This is an optimization exercise on Yosys and OpenROAD, whose aim is small area and a short achievable clock period, not a production implementation.
Function was checked by simulation only, so behaviour that the tests miss may differ from the original.

== delta ==
## neuron_top
module neuron_top #(
    parameter int NEURON_INDEX = 1
) (
    input  logic        clk,
    input  logic        rst,
    input  logic        cfg_we,
    input  logic [5:0]  cfg_addr,
    input  logic [17:0] cfg_data,
    input  logic        axon_vld,
    input  logic [7:0]  axon_index,
    input  logic        nc_evaluate,
    input  logic        nc_reset,
    input  logic        nc_warmup,
    input  logic        out_granted,
    output logic        neur_output,
    output logic        out_pending,
    output logic [7:0]  out_bus,
    output logic [17:0] state_v,
    output logic [17:0] state_u
);
Settings: LEC_CHECK=0, CAP_MARGIN=20, CORE_MARGIN=2, CORE_UTILIZATION=40, SLEW_MARGIN=20; clock period 24.0 ns.
standard.sh (not shown) runs the stock make flow with config.mk's settings and CLKGATE_MAP_FILE= SYNTH_SCRIPT=/design/flow/synth_recipe.tcl, a recipe that flattens the netlist after the stock synthesis.
==> flow/flow/run.sh <==
#!/bin/bash
# The standard layout, with timing repair aimed at a shorter period than the clock's
# (SETUP_SLACK_MARGIN) and drive-strength buffers on the ports.
set -euo pipefail
export SETUP_SLACK_MARGIN=13.5
export BUFFER_PORTS_ARGS="-buffer_cell sky130_fd_sc_hd__buf_2"
bash standard.sh > standard.log 2>&1
delta ran to completion and came out clean on the timing, design-rule and antenna checks.
> inputs changed (delta -> zinc)
Settings: an added CTS_BUF_LIST of sky130_fd_sc_hd__clkbuf_8; an added CTS_CLUSTER_SIZE of 25.
==> flow/flow/run.sh <==
#!/bin/bash
# The standard layout, with timing repair aimed at a shorter period than the clock's
# (SETUP_SLACK_MARGIN) and drive-strength buffers on the ports.
set -euo pipefail
export SETUP_SLACK_MARGIN=14
export BUFFER_PORTS_ARGS="-buffer_cell sky130_fd_sc_hd__buf_2"
bash standard.sh > standard.log 2>&1
==> comparison <==
Final non-filler cell area grows slightly when moving from delta to zinc.
[compare] base=delta new=zinc: final clock period utilization by the worst path fell 1.4 points, top fanout value on the critical path fell 14, routed metal-1 wire length fell about 1%, clock-buffer cell count rose 37, global-route usage rose 0.30 points.
The clock-pin slew on the worst setup and hold paths of delta and that of zinc are within noise of each other.
Setup slack: zinc more than delta
For total DRC errors in the routed layout, zinc and delta come out practically identical.
[inputs] cedar vs zinc
Settings: CTS_BUF_LIST removed (was sky130_fd_sc_hd__clkbuf_8); CTS_CLUSTER_SIZE removed (was 25).
==> flow/run.sh (new file) <==
#!/bin/bash
# synth_recipe.tcl (not shown) runs the flow's synth.tcl, then flattens the netlist and writes it again
# the make line also repeats each setting of config.mk as NAME=value (left out here)
make -C /OpenROAD-flow-scripts/flow DESIGN_CONFIG=/design/flow/config.mk WORK_HOME=/design/flow/orfs CLKGATE_MAP_FILE= SYNTH_SCRIPT=/design/flow/synth_recipe.tcl finish
removed: flow/flow/run.sh
removed: flow/standard.sh
==> comparison <==
- cedar against zinc: global-route usage lost 0.30 points; critical path depth lost 1; cell total after placement neither gained nor lost much; number of cells produced by synthesis neither gained nor lost much.
The inputs of quartz differ from those of cedar as listed below.
Settings: an added ABC_AREA of 1.
==> flow/flow/run.sh (new file) <==
#!/bin/bash
# The standard layout, with timing repair aimed at a shorter period than the clock's
# (SETUP_SLACK_MARGIN) and drive-strength buffers on the ports.
set -euo pipefail
export SETUP_SLACK_MARGIN=14
export BUFFER_PORTS_ARGS="-buffer_cell sky130_fd_sc_hd__buf_2"
bash standard.sh > standard.log 2>&1
==> flow/standard.sh (new file) <==
#!/bin/bash
# synth_recipe.tcl (not shown) runs the flow's synth.tcl, then flattens the netlist and writes it again
# the make line also repeats each setting of config.mk as NAME=value (left out here)
make -C /OpenROAD-flow-scripts/flow DESIGN_CONFIG=/design/flow/config.mk WORK_HOME=/design/flow/orfs CLKGATE_MAP_FILE= SYNTH_SCRIPT=/design/flow/synth_recipe.tcl "${@:-finish}"
removed: flow/run.sh
Results
Core util | quartz vs cedar | quartz lower
Going from cedar to quartz, via count rose by 1,794, worst reg-to-reg setup slack moved up, synthesized area rose 380 um^2, number of cells on the worst reg-to-reg path grew by about 6%.


== main ==
neuron_top, a different RTL version from the one above (not shown whole).
For scale: roughly 86 I/O pins.
// neuron_top
module neuron_top #(
    parameter int NEURON_INDEX = 1
) (
    input  logic        clk,
    input  logic        rst,
    input  logic        cfg_we,
    input  logic [5:0]  cfg_addr,
    input  logic [17:0] cfg_data,
    input  logic        axon_vld,
    input  logic [7:0]  axon_index,
    input  logic        nc_evaluate,
    input  logic        nc_reset,
    input  logic        nc_warmup,
    input  logic        out_granted,
    output logic        neur_output,
    output logic        out_pending,
    output logic [7:0]  out_bus,
    output logic [17:0] state_v,
    output logic [17:0] state_u
);
export LEC_CHECK = 0
export CAP_MARGIN = 20
export CORE_MARGIN = 2
export CORE_UTILIZATION = 60
export CTS_CLUSTER_DIAMETER = 100
export CTS_CLUSTER_SIZE = 30
export PLACE_DENSITY = 0.7
export SLEW_MARGIN = 20
export SYNTH_HIERARCHICAL = 1
export SYNTH_MINIMUM_KEEP_SIZE = 0
create_clock -name core_clock -period 24.0 [get_ports {clk}]
==> flow/flow/run.sh <==
#!/bin/bash
# The standard layout, with timing repair aimed at a shorter period than the clock's
# (SETUP_SLACK_MARGIN) and drive-strength buffers on the ports.
set -euo pipefail
export SETUP_SLACK_MARGIN=14.2
export BUFFER_PORTS_ARGS="-buffer_cell sky130_fd_sc_hd__buf_2"
bash standard.sh > standard.log 2>&1
main ended with every stage complete and zero timing, DRC or antenna violations.
### main -> the feature branch
-- flow/flow/run.sh --
<<< main, line 4
set -euo pipefail
export SETUP_SLACK_MARGIN=14.2
export BUFFER_PORTS_ARGS="-buffer_cell sky130_fd_sc_hd__buf_2"
>>> the feature branch, line 4
set -euo pipefail
export SETUP_SLACK_MARGIN=14.5
export BUFFER_PORTS_ARGS="-buffer_cell sky130_fd_sc_hd__buf_2"
Notes after the runs:
The feature branch vs. main: total placed cells including tap cells was more or less identical; headroom to the max-slew limit has decreased; wire length of the first global-routing pass shows no meaningful change.
Changes observed in the feature branch relative to main: met3 wirelength from detailed routing shows an increase of 1.1 mm; minimum clock period shows no meaningful change; number of vias after detailed routing shows an increase of 1.3%.
After detailed routing, main needs less wire than the feature branch.
Sequential share of layout area: the feature branch vs main down 0.35 points
Post-layout instance area: the feature branch > main

-- re-timing with driven ports --
Ports are ideal in the flow. The routed layouts listed here were re-timed in OpenROAD.
Step 1: set_driving_cell puts a clkbuf_16 on clk and a buf_2 on each other input, an assumption about the parent block.
Step 2, shift: input delay + t, output delay - t, t = (earliest + latest rising clock arrival at the registers) / 2. This alone moves slack from input paths to output paths.
Three values: ideal, step 1, step 2; two values: the first two.
| run | shift t [ns] | setup slack, ns | worst register clock-pin slew, ns | worst slew at a driven data input, ns |
|---|---|---|---|---|
| delta | 0.663 | 13.634 / 13.604 / 13.604 | 0.07 / 0.07 | 0.05 |
| zinc | 0.737 | 13.975 / 13.929 / 13.929 | 0.07 / 0.07 | 0.06 |
| cedar | 0.662 | 12.342 / 12.311 / 12.311 | 0.07 / 0.07 | 0.05 |
| quartz | 0.668 | 14.014 / 13.949 / 13.949 | 0.06 / 0.06 | 0.09 |
| main | 0.633 | 14.045 / 13.966 / 13.966 | 0.12 / 0.12 | 0.11 |
| the feature branch | 0.631 | 14.047 / 13.954 / 13.954 | 0.12 / 0.12 | 0.14 |
After both steps every run listed still meets setup and hold. For the feature branch, which loses most, drivers alone change the setup slack by -0.093 ns; drivers and shift together by -0.093 ns.
